This design comes from an exercise in tuning for small area and a short achievable clock period on the open sky130 flow, not from production work.
Function was checked by simulation only, so behaviour that the tests miss may differ from the original.

==> inputs of try-umber <==
==> flow/design.v (excerpt) <==
module enigmaMachine (
    input  logic                load,
    input  logic                reset,
    input  logic                keyValid,
    input  logic                setPositions,
    input  enigmaPkg::asciiChar keyChar,
    input  enigmaPkg::rotorPos  startPosition1,
    input  enigmaPkg::rotorPos  startPosition2,
    input  enigmaPkg::rotorPos  startPosition3,
    output logic                outValid,
    output enigmaPkg::asciiChar outChar
);
export LEC_CHECK = 0
export ABC_AREA = 1
export CAP_MARGIN = 20
export CORE_MARGIN = 2
export CORE_UTILIZATION = 20
export CTS_BUF_LIST = sky130_fd_sc_hd__clkbuf_4 sky130_fd_sc_hd__clkbuf_8
export SLEW_MARGIN = 20
create_clock -name core_clock -period 30.0 [get_ports {load}]
standard.sh (not shown) runs the stock make flow with config.mk's settings and CLKGATE_MAP_FILE= SYNTH_SCRIPT=/design/flow/synth_recipe.tcl, a recipe that flattens the netlist after the stock synthesis.
==> flow/flow/run.sh <==
#!/bin/bash
# Standard layout with these changes:
#  * synthesis: no ADDER_MAP_FILE, so Yosys extracts no half/full adder cells and ABC can
#    restructure the modulo-26 adders;
#  * synthesis: ABC maps with flow/abc_area_resyn.script (the ORFS area script preceded by
#    three rounds of AIG rewriting, with a 6000 ps delay target for mapping and sizing);
#  * placement: every port still gets its buffer, but as buf_2 (BUFFER_PORTS_ARGS) rather
#    than the slow delay-cell buffer the default choice ends up with.
# The synthesis script is synth_recipe.tcl with ORFS's synth.tcl inlined and only
# its abc call changed, so registers are mapped and named exactly as in the
# standard synthesis.  Each tool's log stays under orfs/logs; make's output is
# in make.log.
set -euo pipefail
here=$(pwd)
abc_script=$here/flow/abc_area_resyn.script
{
  head -n 1 synth_recipe.tcl
  sed "s|log_cmd abc {\*}\$abc_args|log_cmd abc -script $abc_script {*}[lrange \$abc_args 2 end]|" \
      "$FLOW_HOME/scripts/synth.tcl"
  tail -n +3 synth_recipe.tcl
} > synth_custom.tcl
grep -q "abc -script $abc_script" synth_custom.tcl
bash standard.sh BUFFER_PORTS_ARGS="-buffer_cell sky130_fd_sc_hd__buf_2" ADDER_MAP_FILE= SYNTH_SCRIPT="$here/synth_custom.tcl" finish > make.log 2>&1
==> flow/flow/abc_area_resyn.script <==
strash
balance; rewrite; refactor; balance; rewrite; rewrite -z; balance; refactor -z; rewrite -z; balance
balance; rewrite; refactor; balance; rewrite; rewrite -z; balance; refactor -z; rewrite -z; balance
balance; rewrite; refactor; balance; rewrite; rewrite -z; balance; refactor -z; rewrite -z; balance
dch
map -B 0.9 -D 6000
topo
stime -c
buffer -c
upsize -c -D 6000
dnsize -c -D 6000
==> inputs of try-sierra, as changes to try-umber <==
--- a/flow/design.v
+++ b/flow/design.v
@@ -16,17 +16,16 @@
     input  enigmaPkg::rotorPos  startPosition1,
     input  enigmaPkg::rotorPos  startPosition2,
     input  enigmaPkg::rotorPos  startPosition3,
     output logic                outValid,
     output enigmaPkg::asciiChar outChar
 );
     function automatic logic [4:0] lutPlugIn(input logic [4:0] v);
         case (v)
-            5'd0: lutPlugIn = 5'd14;
             5'd1: lutPlugIn = 5'd14;
             5'd2: lutPlugIn = 5'd18;
             5'd3: lutPlugIn = 5'd22;
             5'd4: lutPlugIn = 5'd12;
             5'd5: lutPlugIn = 5'd0;
             5'd6: lutPlugIn = 5'd7;
             5'd7: lutPlugIn = 5'd11;
             5'd8: lutPlugIn = 5'd5;
@@ -43,21 +42,16 @@
             5'd19: lutPlugIn = 5'd10;
             5'd20: lutPlugIn = 5'd23;
             5'd21: lutPlugIn = 5'd9;
             5'd22: lutPlugIn = 5'd16;
             5'd23: lutPlugIn = 5'd1;
             5'd24: lutPlugIn = 5'd6;
             5'd25: lutPlugIn = 5'd2;
             5'd26: lutPlugIn = 5'd19;
-            5'd27: lutPlugIn = 5'd19;
-            5'd28: lutPlugIn = 5'd6;
-            5'd29: lutPlugIn = 5'd2;
-            5'd30: lutPlugIn = 5'd19;
-            5'd31: lutPlugIn = 5'd19;
             default: lutPlugIn = 5'd0;
         endcase
     endfunction
     function automatic logic [4:0] lutR1Inv(input logic [4:0] v);
         case (v)
             5'd0: lutR1Inv = 5'd8;
             5'd1: lutR1Inv = 5'd5;
             5'd2: lutR1Inv = 5'd2;
@@ -79,22 +73,22 @@
             5'd18: lutR1Inv = 5'd12;
             5'd19: lutR1Inv = 5'd20;
             5'd20: lutR1Inv = 5'd13;
             5'd21: lutR1Inv = 5'd16;
             5'd22: lutR1Inv = 5'd22;
             5'd23: lutR1Inv = 5'd6;
             5'd24: lutR1Inv = 5'd3;
             5'd25: lutR1Inv = 5'd23;
-            5'd26: lutR1Inv = 5'd3;
-            5'd27: lutR1Inv = 5'd23;
-            5'd28: lutR1Inv = 5'd3;
-            5'd29: lutR1Inv = 5'd23;
-            5'd30: lutR1Inv = 5'd3;
-            5'd31: lutR1Inv = 5'd23;
+            5'd26: lutR1Inv = 5'd8;
+            5'd27: lutR1Inv = 5'd5;
+            5'd28: lutR1Inv = 5'd2;
+            5'd29: lutR1Inv = 5'd25;
+            5'd30: lutR1Inv = 5'd11;
+            5'd31: lutR1Inv = 5'd24;
             default: lutR1Inv = 5'd0;
         endcase
     endfunction
     function automatic logic [4:0] lutR2Inv(input logic [4:0] v);
         case (v)
             5'd0: lutR2Inv = 5'd19;
             5'd1: lutR2Inv = 5'd13;
             5'd2: lutR2Inv = 5'd2;
@@ -116,22 +110,22 @@
             5'd18: lutR2Inv = 5'd5;
             5'd19: lutR2Inv = 5'd1;
             5'd20: lutR2Inv = 5'd17;
             5'd21: lutR2Inv = 5'd25;
             5'd22: lutR2Inv = 5'd6;
             5'd23: lutR2Inv = 5'd22;
             5'd24: lutR2Inv = 5'd8;
             5'd25: lutR2Inv = 5'd24;
-            5'd26: lutR2Inv = 5'd8;
-            5'd27: lutR2Inv = 5'd24;
-            5'd28: lutR2Inv = 5'd8;
-            5'd29: lutR2Inv = 5'd24;
-            5'd30: lutR2Inv = 5'd8;
-            5'd31: lutR2Inv = 5'd24;
+            5'd26: lutR2Inv = 5'd19;
+            5'd27: lutR2Inv = 5'd13;
+            5'd28: lutR2Inv = 5'd2;
+            5'd29: lutR2Inv = 5'd20;
+            5'd30: lutR2Inv = 5'd16;
+            5'd31: lutR2Inv = 5'd10;
             default: lutR2Inv = 5'd0;
         endcase
     endfunction
     function automatic logic [4:0] lutR3Inv(input logic [4:0] v);
         case (v)
             5'd0: lutR3Inv = 5'd3;
             5'd1: lutR3Inv = 5'd1;
             5'd2: lutR3Inv = 5'd22;
@@ -153,22 +147,22 @@
             5'd18: lutR3Inv = 5'd14;
             5'd19: lutR3Inv = 5'd13;
             5'd20: lutR3Inv = 5'd21;
             5'd21: lutR3Inv = 5'd10;
             5'd22: lutR3Inv = 5'd6;
             5'd23: lutR3Inv = 5'd17;
             5'd24: lutR3Inv = 5'd25;
             5'd25: lutR3Inv = 5'd2;
-            5'd26: lutR3Inv = 5'd25;
-            5'd27: lutR3Inv = 5'd2;
-            5'd28: lutR3Inv = 5'd25;
-            5'd29: lutR3Inv = 5'd2;
-            5'd30: lutR3Inv = 5'd25;
-            5'd31: lutR3Inv = 5'd2;
+            5'd26: lutR3Inv = 5'd3;
+            5'd27: lutR3Inv = 5'd1;
+            5'd28: lutR3Inv = 5'd22;
+            5'd29: lutR3Inv = 5'd7;
+            5'd30: lutR3Inv = 5'd11;
+            5'd31: lutR3Inv = 5'd8;
             default: lutR3Inv = 5'd0;
         endcase
     endfunction
     function automatic logic [4:0] lutRefl(input logic [4:0] v);
         case (v)
             5'd0: lutRefl = 5'd22;
             5'd1: lutRefl = 5'd20;
             5'd2: lutRefl = 5'd24;
@@ -190,22 +184,22 @@
             5'd18: lutRefl = 5'd17;
             5'd19: lutRefl = 5'd21;
             5'd20: lutRefl = 5'd1;
             5'd21: lutRefl = 5'd19;
             5'd22: lutRefl = 5'd0;
             5'd23: lutRefl = 5'd12;
             5'd24: lutRefl = 5'd2;
             5'd25: lutRefl = 5'd13;
-            5'd26: lutRefl = 5'd2;
-            5'd27: lutRefl = 5'd13;
-            5'd28: lutRefl = 5'd2;
-            5'd29: lutRefl = 5'd13;
-            5'd30: lutRefl = 5'd2;
-            5'd31: lutRefl = 5'd13;
+            5'd26: lutRefl = 5'd22;
+            5'd27: lutRefl = 5'd20;
+            5'd28: lutRefl = 5'd24;
+            5'd29: lutRefl = 5'd9;
+            5'd30: lutRefl = 5'd14;
+            5'd31: lutRefl = 5'd16;
             default: lutRefl = 5'd0;
         endcase
     endfunction
     function automatic logic [4:0] lutR3(input logic [4:0] v);
         case (v)
             5'd0: lutR3 = 5'd13;
             5'd1: lutR3 = 5'd1;
             5'd2: lutR3 = 5'd25;
@@ -227,22 +221,22 @@
             5'd18: lutR3 = 5'd9;
             5'd19: lutR3 = 5'd8;
             5'd20: lutR3 = 5'd14;
             5'd21: lutR3 = 5'd20;
             5'd22: lutR3 = 5'd2;
             5'd23: lutR3 = 5'd11;
             5'd24: lutR3 = 5'd17;
             5'd25: lutR3 = 5'd24;
-            5'd26: lutR3 = 5'd17;
-            5'd27: lutR3 = 5'd24;
-            5'd28: lutR3 = 5'd17;
-            5'd29: lutR3 = 5'd24;
-            5'd30: lutR3 = 5'd17;
-            5'd31: lutR3 = 5'd24;
+            5'd26: lutR3 = 5'd13;
+            5'd27: lutR3 = 5'd1;
+            5'd28: lutR3 = 5'd25;
+            5'd29: lutR3 = 5'd0;
+            5'd30: lutR3 = 5'd12;
+            5'd31: lutR3 = 5'd15;
             default: lutR3 = 5'd0;
         endcase
     endfunction
     function automatic logic [4:0] lutR2(input logic [4:0] v);
         case (v)
             5'd0: lutR2 = 5'd13;
             5'd1: lutR2 = 5'd19;
             5'd2: lutR2 = 5'd2;
@@ -264,22 +258,22 @@
             5'd18: lutR2 = 5'd17;
             5'd19: lutR2 = 5'd0;
             5'd20: lutR2 = 5'd3;
             5'd21: lutR2 = 5'd6;
             5'd22: lutR2 = 5'd23;
             5'd23: lutR2 = 5'd14;
             5'd24: lutR2 = 5'd25;
             5'd25: lutR2 = 5'd21;
-            5'd26: lutR2 = 5'd25;
-            5'd27: lutR2 = 5'd21;
-            5'd28: lutR2 = 5'd25;
-            5'd29: lutR2 = 5'd21;
-            5'd30: lutR2 = 5'd25;
-            5'd31: lutR2 = 5'd21;
+            5'd26: lutR2 = 5'd13;
+            5'd27: lutR2 = 5'd19;
+            5'd28: lutR2 = 5'd2;
+            5'd29: lutR2 = 5'd8;
+            5'd30: lutR2 = 5'd15;
+            5'd31: lutR2 = 5'd18;
             default: lutR2 = 5'd0;
         endcase
     endfunction
     function automatic logic [4:0] lutR1(input logic [4:0] v);
         case (v)
             5'd0: lutR1 = 5'd15;
             5'd1: lutR1 = 5'd7;
             5'd2: lutR1 = 5'd2;
@@ -301,22 +295,22 @@
             5'd18: lutR1 = 5'd13;
             5'd19: lutR1 = 5'd10;
             5'd20: lutR1 = 5'd19;
             5'd21: lutR1 = 5'd6;
             5'd22: lutR1 = 5'd22;
             5'd23: lutR1 = 5'd25;
             5'd24: lutR1 = 5'd5;
             5'd25: lutR1 = 5'd3;
-            5'd26: lutR1 = 5'd5;
-            5'd27: lutR1 = 5'd3;
-            5'd28: lutR1 = 5'd5;
-            5'd29: lutR1 = 5'd3;
-            5'd30: lutR1 = 5'd5;
-            5'd31: lutR1 = 5'd3;
+            5'd26: lutR1 = 5'd15;
+            5'd27: lutR1 = 5'd7;
+            5'd28: lutR1 = 5'd2;
+            5'd29: lutR1 = 5'd24;
+            5'd30: lutR1 = 5'd17;
+            5'd31: lutR1 = 5'd1;
             default: lutR1 = 5'd0;
         endcase
     endfunction
     function automatic logic [4:0] lutPlugOut(input logic [4:0] v);
         case (v)
             5'd0: lutPlugOut = 5'd5;
             5'd1: lutPlugOut = 5'd23;
             5'd2: lutPlugOut = 5'd25;
@@ -338,41 +332,39 @@
             5'd18: lutPlugOut = 5'd2;
             5'd19: lutPlugOut = 5'd26;
             5'd20: lutPlugOut = 5'd14;
             5'd21: lutPlugOut = 5'd18;
             5'd22: lutPlugOut = 5'd3;
             5'd23: lutPlugOut = 5'd20;
             5'd24: lutPlugOut = 5'd15;
             5'd25: lutPlugOut = 5'd10;
-            5'd26: lutPlugOut = 5'd15;
-            5'd27: lutPlugOut = 5'd10;
-            5'd28: lutPlugOut = 5'd15;
-            5'd29: lutPlugOut = 5'd10;
-            5'd30: lutPlugOut = 5'd15;
-            5'd31: lutPlugOut = 5'd10;
+            5'd26: lutPlugOut = 5'd5;
+            5'd27: lutPlugOut = 5'd23;
+            5'd28: lutPlugOut = 5'd25;
+            5'd29: lutPlugOut = 5'd11;
+            5'd30: lutPlugOut = 5'd13;
+            5'd31: lutPlugOut = 5'd8;
             default: lutPlugOut = 5'd0;
         endcase
     endfunction
     function automatic logic [4:0] addBits(input logic [3:0] a, input logic [3:0] b, input logic cin);
         logic c;
         c = cin;
         for (int i = 0; i < 4; i++) begin
             addBits[i] = a[i] ^ b[i] ^ c;
             c = (a[i] & b[i]) | (c & (a[i] ^ b[i]));
         end
         addBits[4] = c;
     endfunction
     function automatic logic [4:0] addOff(input logic [4:0] a, input logic [4:0] b);
         logic [4:0] s;
         logic [4:0] t;
-        logic       ge;
         s = addBits(a[4:1], b[4:1], 1'b0);
-        ge = s[4] | (s[3] & s[2] & (s[1] | s[0]));
-        t = addBits(s[3:0], {2'b00, ge, ge}, 1'b0);
+        t = addBits(s[3:0], {2'b00, s[4], s[4]}, 1'b0);
         addOff = {t[3:0], a[0] ^ b[0]};
     endfunction
     function automatic logic [4:0] subOff(input logic [4:0] a, input logic [4:0] b);
         logic [4:0] s;
         logic [4:0] t;
         s = addBits(a[4:1], ~b[4:1], 1'b1);
         t = addBits(s[3:0], {~s[4], ~s[4], 1'b0, ~s[4]}, 1'b0);
         subOff = {t[3:0], a[0] ^ b[0]};
==> flow/flow/run.sh (replaced) <==
#!/bin/bash
# Standard layout with these changes:
#  * synthesis: no ADDER_MAP_FILE, so Yosys extracts no half/full adder cells and ABC can
#    restructure the modulo-26 adders;
#  * synthesis: ABC maps with flow/abc_area_resyn.script (the ORFS area script preceded by
#    two rounds of AIG rewriting);
#  * placement: every port still gets its buffer, but as buf_2 (BUFFER_PORTS_ARGS) rather
#    than the slow delay-cell buffer the default choice ends up with.
# The synthesis script is synth_recipe.tcl with ORFS's synth.tcl inlined and only
# its abc call changed, so registers are mapped and named exactly as in the
# standard synthesis.  Each tool's log stays under orfs/logs; make's output is
# in make.log.
set -euo pipefail
here=$(pwd)
abc_script=$here/flow/abc_area_resyn.script
{
  head -n 1 synth_recipe.tcl
  sed "s|log_cmd abc {\*}\$abc_args|log_cmd abc -script $abc_script {*}[lrange \$abc_args 2 end]|" \
      "$FLOW_HOME/scripts/synth.tcl"
  tail -n +3 synth_recipe.tcl
} > synth_custom.tcl
grep -q "abc -script $abc_script" synth_custom.tcl
bash standard.sh SETUP_SLACK_MARGIN=17.6 SETUP_MOVE_SEQUENCE=sizeup SKIP_LAST_GASP=1 BUFFER_PORTS_ARGS="-buffer_cell sky130_fd_sc_hd__buf_2" ADDER_MAP_FILE= SYNTH_SCRIPT="$here/synth_custom.tcl" finish > make.log 2>&1
==> flow/flow/abc_area_resyn.script (replaced) <==
strash
balance; rewrite; refactor; balance; rewrite; rewrite -z; balance; refactor -z; rewrite -z; balance
balance; rewrite; refactor; balance; rewrite; rewrite -z; balance; refactor -z; rewrite -z; balance
dch
map -B 0.9
topo
stime -c
buffer -c
upsize -c
dnsize -c
==> flow/config.mk (replaced) <==
export PLATFORM = sky130hd
export DESIGN_NAME = enigmaMachine
export DESIGN_NICKNAME = enigmaMachine
export VERILOG_FILES = /design/flow/design.v
export SDC_FILE = /design/flow/constraint.sdc
export NUM_CORES = 4
export LEC_CHECK = 0
export ABC_AREA = 1
export CAP_MARGIN = 20
export CORE_MARGIN = 2
export CORE_UTILIZATION = 20
export SLEW_MARGIN = 20
==> inputs of try-xenon, as changes to try-umber <==
--- a/flow/flow/run.sh
+++ b/flow/flow/run.sh
@@ -1,14 +1,14 @@
 #!/bin/bash
 # Standard layout with these changes:
 #  * synthesis: no ADDER_MAP_FILE, so Yosys extracts no half/full adder cells and ABC can
 #    restructure the modulo-26 adders;
 #  * synthesis: ABC maps with flow/abc_area_resyn.script (the ORFS area script preceded by
-#    three rounds of AIG rewriting, with a 6000 ps delay target for mapping and sizing);
+#    two rounds of AIG rewriting, with a 6000 ps delay target for mapping and sizing);
 #  * placement: every port still gets its buffer, but as buf_2 (BUFFER_PORTS_ARGS) rather
 #    than the slow delay-cell buffer the default choice ends up with.
 # The synthesis script is synth_recipe.tcl with ORFS's synth.tcl inlined and only
 # its abc call changed, so registers are mapped and named exactly as in the
 # standard synthesis.  Each tool's log stays under orfs/logs; make's output is
 # in make.log.
 set -euo pipefail
 here=$(pwd)
==> flow/flow/abc_area_resyn.script (replaced) <==
strash
balance; rewrite; refactor; balance; rewrite; rewrite -z; balance; refactor -z; rewrite -z; balance
balance; rewrite; refactor; balance; rewrite; rewrite -z; balance; refactor -z; rewrite -z; balance
dch
map -B 0.9 -D 6000
topo
stime -c
buffer -c
upsize -c -D 6000
dnsize -c -D 6000
==> flow/config.mk (replaced) <==
export PLATFORM = sky130hd
export DESIGN_NAME = enigmaMachine
export DESIGN_NICKNAME = enigmaMachine
export VERILOG_FILES = /design/flow/design.v
export SDC_FILE = /design/flow/constraint.sdc
export NUM_CORES = 4
export LEC_CHECK = 0
export ABC_AREA = 1
export CAP_MARGIN = 20
export CORE_MARGIN = 2
export CORE_UTILIZATION = 35
export CTS_BUF_LIST = sky130_fd_sc_hd__clkbuf_2 sky130_fd_sc_hd__clkbuf_4
export SLEW_MARGIN = 20
==> run summary <==
|  | try-xenon | try-umber | try-sierra |
|---|---|---|---|
| Slew of the pin with the lowest slew margin | 0.809 ns | 0.733 ns | 0.710 ns |
| Number of multi-input logic gates | 994 | 986 | 1042 |
| Post-Syn Area | 6050 sq um | 6060 sq um | 6610 sq um |
| Footprint of the multi-input gates | 4640 sq um | 4620 sq um | 6320 sq um |
| Cell seen most often among critical-path stages | nand2_1 | nand2_1 | nand2_4 |
| Maximum frequency from static timing analysis | 74.0 MHz | 74.6 MHz | 81.1 MHz |
| Number of instances in the synthesized netlist | 1225 | 1225 | 1261 |
| Critical path startpoint | heldOff4[1] | heldOff4[2] | heldOff4[2] |
| Sequential cell area fraction in the yosys report | 10.8% | 10.7% | 9.84% |
| Normalized max-slew margin | 45.9% | 50.9% | 52.6% |
| Number of clock-tree buffers in the layout | 5 | 6 | 6 |
| Horizontal die dimension | 135 um | 178 um | 186 um |
| Top-area cell type share of the netlist area | 29.1% | 28.6% | 23.8% |
| Critical R2R Launch | heldOff4[1] | heldOff4[2] | p1[1] |
| Cell area after placement | 6460 sq um | 6690 sq um | 7290 sq um |
| Area growth syn-to-layout | 7.68% | 12.0% | 30.1% |
| Arrival time worst endpoint | 7.51 ns | 7.40 ns | 6.34 ns |
| Grt met3 use | 1.27% | 0.980% | 0.470% |
| Mapped Nets | 1252 | 1252 | 1288 |
| Outcome | no timing/DRC/antenna violations | no timing/DRC/antenna violations | no timing/DRC/antenna violations |
| Initial drt markers | 580 | 671 | 486 |
| Wire length of the first global-routing pass | 29300 um | 29300 um | 32600 um |

==> afterwards: timing with drivers on the ports <==
Ports are ideal in the flow. The routed layouts listed here were re-timed in OpenROAD.
Step 1 sets driving cells, clkbuf_16 on the clock port and buf_2 on the other inputs (assumed; they add their load-dependent delay and slew).
Step 2 adds t to the input delays and takes it off the output delays; t is the mean of the earliest and latest rising clock arrival at the registers after step 1. Input paths then give back, and output paths get back, about the clock's delay inside the block.
Three values: ideal, step 1, step 2; two values: the first two.
run | t, ns | setup WS [ns] | hold WS [ns] | worst setup path at the end | worst data-port slew with drivers (ns)
try-umber | 0.324 | 16.595 / 16.565 / 16.888 | 0.494 / 0.494 / 0.494 | register to output | 0.04
try-sierra | 0.302 | 17.663 / 17.638 / 17.761 | 0.467 / 0.467 / 0.467 | input to register | 0.06
try-xenon | 0.354 | 16.493 / 16.463 / 16.782 | 0.522 / 0.522 / 0.522 | input to register | 0.03
After both steps setup and hold are still met in every run listed.
